From an optimization exercise on the open Yosys and OpenROAD flow, aimed at small area, a short achievable clock period and few clock cycles per item; shortcuts taken in it are not production practice. The RTL was checked by simulation tests, not by an equivalence proof against the original design. Power is estimated from default activity; no workload was simulated.

==> flow/design.v (excerpt) <==
module mips_core #(
	parameter int dmem_depth = 64
) (
	input  logic                  clk,
	input  logic                  rst,
	output logic [xlen-1:0]       pc,
	input  logic [xlen-1:0]       instr,
	output logic                  wb_en,
	output logic [reg_addr_w-1:0] wb_addr,
	output logic [xlen-1:0]       wb_data
);
	logic [29:0] pc_w;
	logic stall;
	assign pc = {pc_w, 2'b00};
	always_ff @(posedge clk or posedge rst) begin
		if (rst) begin
			pc_w <= '0;
		end else if (!stall) begin
			pc_w <= pc_w + 30'd1;
		end
	end
	logic f_is_r, f_is_lw, f_is_sw, f_we;
	logic [4:0] f_dest;
	assign f_is_r = instr[31:26] == op_rtype;
	assign f_is_lw = instr[31:26] == op_lw;
	assign f_is_sw = instr[31:26] == op_sw;
	assign f_dest = f_is_r ? instr[15:11] : instr[20:16];
	assign f_we = (f_is_r || f_is_lw) && f_dest != '0;
	logic d_is_r, d_is_lw, d_is_sw, d_we;
	logic [4:0] d_rs, d_rt, d_dest;
	logic [7:0] d_imm;
	always_ff @(posedge clk or posedge rst) begin
		if (rst) begin
			{d_is_r, d_is_lw, d_is_sw, d_we} <= '0;
		end else if (!stall) begin
			d_is_r <= f_is_r;
			d_is_lw <= f_is_lw;
			d_is_sw <= f_is_sw;
			d_we <= f_we;
		end
	end
	always_ff @(posedge clk) begin
		if (!stall) begin
			d_rs <= instr[25:21];
			d_rt <= instr[20:16];
			d_dest <= f_dest;
			d_imm <= instr[7:0];
		end
	end
	logic e_we, e_lw, e_sw;
	logic e_add, e_sub, e_and, e_or, e_nor, e_slt;
	logic [4:0] e_dest;
	logic [7:0] e_imm;
	logic [xlen-1:0] e_a, e_b;
	logic e_fb_late;
	logic m_we, m_sw, m_sdlate;
	logic [4:0] m_dest;
	logic [5:0] m_addr;
	logic [xlen-1:0] m_x;
	logic [4:0] w_addr;
	logic [xlen-1:0] w_data;
	logic d_use_rs;
	logic [4:0] ra1_n, ra2_n, wa_n;
	logic e_hit_rs, e_hit_rt, m_hit_rs, m_hit_rt;
	logic fa_m, fa_w, fa_r, fb_m, fb_w, fb_r, fb_late;
	logic [xlen-1:0] rf_a_n, rf_b_n;
	logic [3:0] fn;
	assign d_use_rs = d_is_r || d_is_lw || d_is_sw;
	logic h_e_rs, h_e_rt, h_m_rs, h_m_rt;
	always_ff @(posedge clk or posedge rst) begin
		if (rst) begin
			{h_e_rs, h_e_rt, h_m_rs, h_m_rt} <= '0;
		end else begin
			h_e_rs <= d_we && !stall && d_dest == ra1_n;
			h_e_rt <= d_we && !stall && d_dest == ra2_n;
			h_m_rs <= e_we && e_dest == ra1_n;
			h_m_rt <= e_we && e_dest == ra2_n;
		end
	end
	assign e_hit_rs = h_e_rs;
  ...
export LEC_CHECK = 0
export CAP_MARGIN = 20
export CORE_MARGIN = 2
export CORE_UTILIZATION = 35
export CTS_BUF_LIST = sky130_fd_sc_hd__clkbuf_8 sky130_fd_sc_hd__clkbuf_16
export CTS_CLUSTER_DIAMETER = 100
export CTS_CLUSTER_SIZE = 25
export PLACE_DENSITY = 0.5
export SETUP_SLACK_MARGIN = 2.9
export SLEW_MARGIN = 20
export SYNTH_HIERARCHICAL = 1
create_clock -name core_clock -period 5.5 [get_ports {clk}]
standard.sh (not shown) runs the stock make flow with config.mk's settings and CLKGATE_MAP_FILE= SYNTH_SCRIPT=/design/flow/synth_recipe.tcl, a recipe that flattens the netlist after the stock synthesis.
==> flow/flow/run.sh <==
#!/bin/bash
# The standard layout with one extra step between global placement
# (with its resizing) and detailed placement, in flow/tweak.tcl:
#  - the port buffers, which global placement inserts as delay cells, become
#    plain buf_4 cells;
#  - flip-flops driving output port buffers go from drive 1 to 2;
#  - the second level of the register file and data memory read trees
#    (nand4 gates fed by a222oi gates, which drive the trees' long wires)
#    goes from nand4_1 to nand4_2.
# Detailed placement then legalizes as usual. Each step logs to its own file.
set -euo pipefail
here=$(pwd)
res=$here/orfs/results/$FLOW_PLATFORM/mips_core/base
bash standard.sh "$res/3_4_place_resized.odb" > "$here/flow_to_resized.log" 2>&1
openroad -no_init -exit -log "$here/flow_tweak.log" "$here/flow/tweak.tcl" > "$here/flow_tweak.out" 2>&1
bash standard.sh finish > "$here/flow_finish.log" 2>&1
==> flow/flow/tweak.tcl <==
set plat $::env(FLOW_HOME)/platforms/$::env(FLOW_PLATFORM)
set res [pwd]/orfs/results/$::env(FLOW_PLATFORM)/mips_core/base
read_lef $plat/lef/sky130_fd_sc_hd.tlef
read_lef $plat/lef/sky130_fd_sc_hd_merged.lef
read_liberty $plat/lib/sky130_fd_sc_hd__tt_025C_1v80.lib
read_db $res/3_4_place_resized.odb
set db [ord::get_db]
set block [ord::get_db_block]

# port buffers: delay cells to buf_4
set buf [$db findMaster sky130_fd_sc_hd__buf_4]
set n 0
foreach bt [$block getBTerms] {
	set net [$bt getNet]
	if {$net eq "NULL"} { continue }
	foreach it [$net getITerms] {
		set inst [$it getInst]
		set m [[$inst getMaster] getName]
		if {[regexp {^sky130_fd_sc_hd__(clkdlybuf4s|dlygate4sd)} $m]} {
			$inst swapMaster $buf
			incr n
		}
	}
}
puts "port buffers swapped: $n"

# flip-flops that drive an output port buffer: drive strength 1 to 2
set n 0
foreach bt [$block getBTerms] {
	if {[$bt getIoType] ne "OUTPUT"} { continue }
	set net [$bt getNet]
	if {$net eq "NULL"} { continue }
	foreach it [$net getITerms] {
		set obuf [$it getInst]
		foreach bi [$obuf getITerms] {
			if {![$bi isInputSignal]} { continue }
			set bnet [$bi getNet]
			if {$bnet eq "NULL"} { continue }
			foreach d [$bnet getITerms] {
				if {![$d isOutputSignal]} { continue }
				set ff [$d getInst]
				set m [[$ff getMaster] getName]
				if {[regexp {^(sky130_fd_sc_hd__df[a-z]+)_1$} $m -> base]} {
					$ff swapMaster [$db findMaster ${base}_2]
					incr n
				}
			}
		}
	}
}
puts "output flip-flops upsized: $n"

# read tree second level: nand4_1 fed by a222oi_1 to nand4_2
set nand4 [$db findMaster sky130_fd_sc_hd__nand4_2]
set n 0
foreach inst [$block getInsts] {
	if {[[$inst getMaster] getName] ne "sky130_fd_sc_hd__nand4_1"} { continue }
	set fed 0
	foreach it [$inst getITerms] {
		if {![$it isInputSignal]} { continue }
		set net [$it getNet]
		if {$net eq "NULL"} { continue }
		foreach o [$net getITerms] {
			if {[$o isOutputSignal] && [[[$o getInst] getMaster] getName] eq "sky130_fd_sc_hd__a222oi_1"} {
				set fed 1
			}
		}
	}
	if {$fed} {
		$inst swapMaster $nand4
		incr n
	}
}
puts "tree nand4 upsized: $n"
write_db $res/3_4_place_resized.odb
The first run produced a clean layout.
Testbench counts at the start, summed over its fixed seeds: cycles 11,637, instructions 11,354.
Next try:
--- a/flow/flow/run.sh
+++ b/flow/flow/run.sh
@@ -1,3 +1,6 @@
 #!/bin/bash
-# The standard layout with one extra step between global placement
+# The standard layout with two extra steps. After the floorplan, in
+# flow/tweak_fp.tcl: a21oi, a22oi and nor2b gates that synthesis maps at
+# drive 2 or 4 (single-gate modules) go to drive 1, timing repair upsizes
+# where needed. Then one step between global placement
 # (with its resizing) and detailed placement, in flow/tweak.tcl:
@@ -13,2 +16,4 @@
 res=$here/orfs/results/$FLOW_PLATFORM/mips_core/base
+bash standard.sh "$res/2_floorplan.odb" > "$here/flow_to_floorplan.log" 2>&1
+openroad -no_init -exit -log "$here/flow_tweak_fp.log" "$here/flow/tweak_fp.tcl" > "$here/flow_tweak_fp.out" 2>&1
 bash standard.sh "$res/3_4_place_resized.odb" > "$here/flow_to_resized.log" 2>&1
==> flow/flow/tweak_fp.tcl (new file) <==
set plat $::env(FLOW_HOME)/platforms/$::env(FLOW_PLATFORM)
set res [pwd]/orfs/results/$::env(FLOW_PLATFORM)/mips_core/base
read_lef $plat/lef/sky130_fd_sc_hd.tlef
read_lef $plat/lef/sky130_fd_sc_hd_merged.lef
read_liberty $plat/lib/sky130_fd_sc_hd__tt_025C_1v80.lib
read_db $res/2_floorplan.odb
set db [ord::get_db]
# gates that synthesis maps one by one (each its own module) at more than
# the smallest drive: back to drive 1; timing repair upsizes where needed
set n 0
foreach inst [[ord::get_db_block] getInsts] {
	set m [[$inst getMaster] getName]
	if {[regexp {^sky130_fd_sc_hd__(a21oi|a22oi|nor2b)_[24]$} $m -> base]} {
		$inst swapMaster [$db findMaster sky130_fd_sc_hd__${base}_1]
		incr n
	}
}
puts "gates downsized: $n"
write_db $res/2_floorplan.odb
Settings changed: SETUP_SLACK_MARGIN 2.9 to 2.8.
Effect: Total power decreases by 1.1%; synthesized area is unchanged; non-clock buffer count decreases by 56; clock-buffer cell count decreases by 4; cell area decreases by 2.0%; sequential power is about the same.
Next try:
==> flow/flow/run.sh (replaced) <==
#!/bin/bash
# The standard layout with one extra step between global placement
# (with its resizing) and detailed placement, in flow/tweak.tcl:
#  - the port buffers, which global placement inserts as delay cells, become
#    plain buf_4 cells;
#  - the second level of the register file and data memory read trees
#    (nand4 gates fed by a222oi gates, which drive the trees' long wires)
#    goes from nand4_1 to nand4_2.
# Detailed placement then legalizes as usual. Each step logs to its own file.
set -euo pipefail
here=$(pwd)
res=$here/orfs/results/$FLOW_PLATFORM/mips_core/base
bash standard.sh "$res/3_4_place_resized.odb" > "$here/flow_to_resized.log" 2>&1
openroad -no_init -exit -log "$here/flow_tweak.log" "$here/flow/tweak.tcl" > "$here/flow_tweak.out" 2>&1
bash standard.sh finish > "$here/flow_finish.log" 2>&1
--- a/flow/flow/tweak.tcl
+++ b/flow/flow/tweak.tcl
@@ -26,28 +26,2 @@
 
-# flip-flops that drive an output port buffer: drive strength 1 to 2
-set n 0
-foreach bt [$block getBTerms] {
-	if {[$bt getIoType] ne "OUTPUT"} { continue }
-	set net [$bt getNet]
-	if {$net eq "NULL"} { continue }
-	foreach it [$net getITerms] {
-		set obuf [$it getInst]
-		foreach bi [$obuf getITerms] {
-			if {![$bi isInputSignal]} { continue }
-			set bnet [$bi getNet]
-			if {$bnet eq "NULL"} { continue }
-			foreach d [$bnet getITerms] {
-				if {![$d isOutputSignal]} { continue }
-				set ff [$d getInst]
-				set m [[$ff getMaster] getName]
-				if {[regexp {^(sky130_fd_sc_hd__df[a-z]+)_1$} $m -> base]} {
-					$ff swapMaster [$db findMaster ${base}_2]
-					incr n
-				}
-			}
-		}
-	}
-}
-puts "output flip-flops upsized: $n"
-
 # read tree second level: nand4_1 fed by a222oi_1 to nand4_2
Settings changed: CORE_UTILIZATION 35 to 40, CTS_BUF_LIST sky130_fd_sc_hd__clkbuf_8 sky130_fd_sc_hd__clkbuf_16 to not set, PLACE_DENSITY 0.5 to 0.6.
removed: flow/flow/tweak_fp.tcl
What happened:
- critical path depth stays the same
- via count fell slightly
- area after synthesis does not change
- count of clock-buffer cells in the layout rose by 88
- setup slack gets better by 0.020 ns
- utilization rose by 5.7 points
- total power stays flat
- die area fell by roughly a tenth
- sequential power hardly moves
- final area stays flat
Next try:
Settings changed: CORE_UTILIZATION 40 to 35, PLACE_DENSITY 0.6 to 0.5.
Result:
- routed wire length climbs by 5.9%
- cell count rises by 5.2%
- worst hold slack improved by 0.027 ns
- global-route usage went down by 1.7 points
- clock skew came out higher by 0.015 ns

==> separate check: timing with driven ports <==
The flow's constraints put no driver on any port. The routed layouts listed below were extracted and timed again, unchanged, in two steps. Step 1: set_driving_cell puts a clkbuf_16 on clk and a buf_2 on each other input, an assumption about the parent block. Step 2 adds t to the input delays and takes it off the output delays; t is the mean of the earliest and latest rising clock arrival at the registers after step 1. Input paths then give back, and output paths get back, about the clock's delay inside the block. a / b / c = ideal ports / drivers / drivers and shift; a / b = the first two.
run | shift t [ns] | slack for setup (ns) | latest minus earliest clock arrival (ns) | worst data-port slew with drivers (ns) | cell pins on the clock port's net
the first run | 1.038 | 2.812 / 2.706 / 2.812 | 0.136 / 0.137 | 0.05 | 1
the second run | 1.008 | 2.681 / 2.681 / 2.681 | 0.069 / 0.069 | 0.22 | 1
the third run | 0.988 | 2.701 / 2.701 / 2.701 | 0.078 / 0.078 | 0.26 | 1
the fourth run | 0.999 | 2.708 / 2.708 / 2.708 | 0.096 / 0.096 | 0.05 | 1
After both steps every run listed still meets setup and hold.
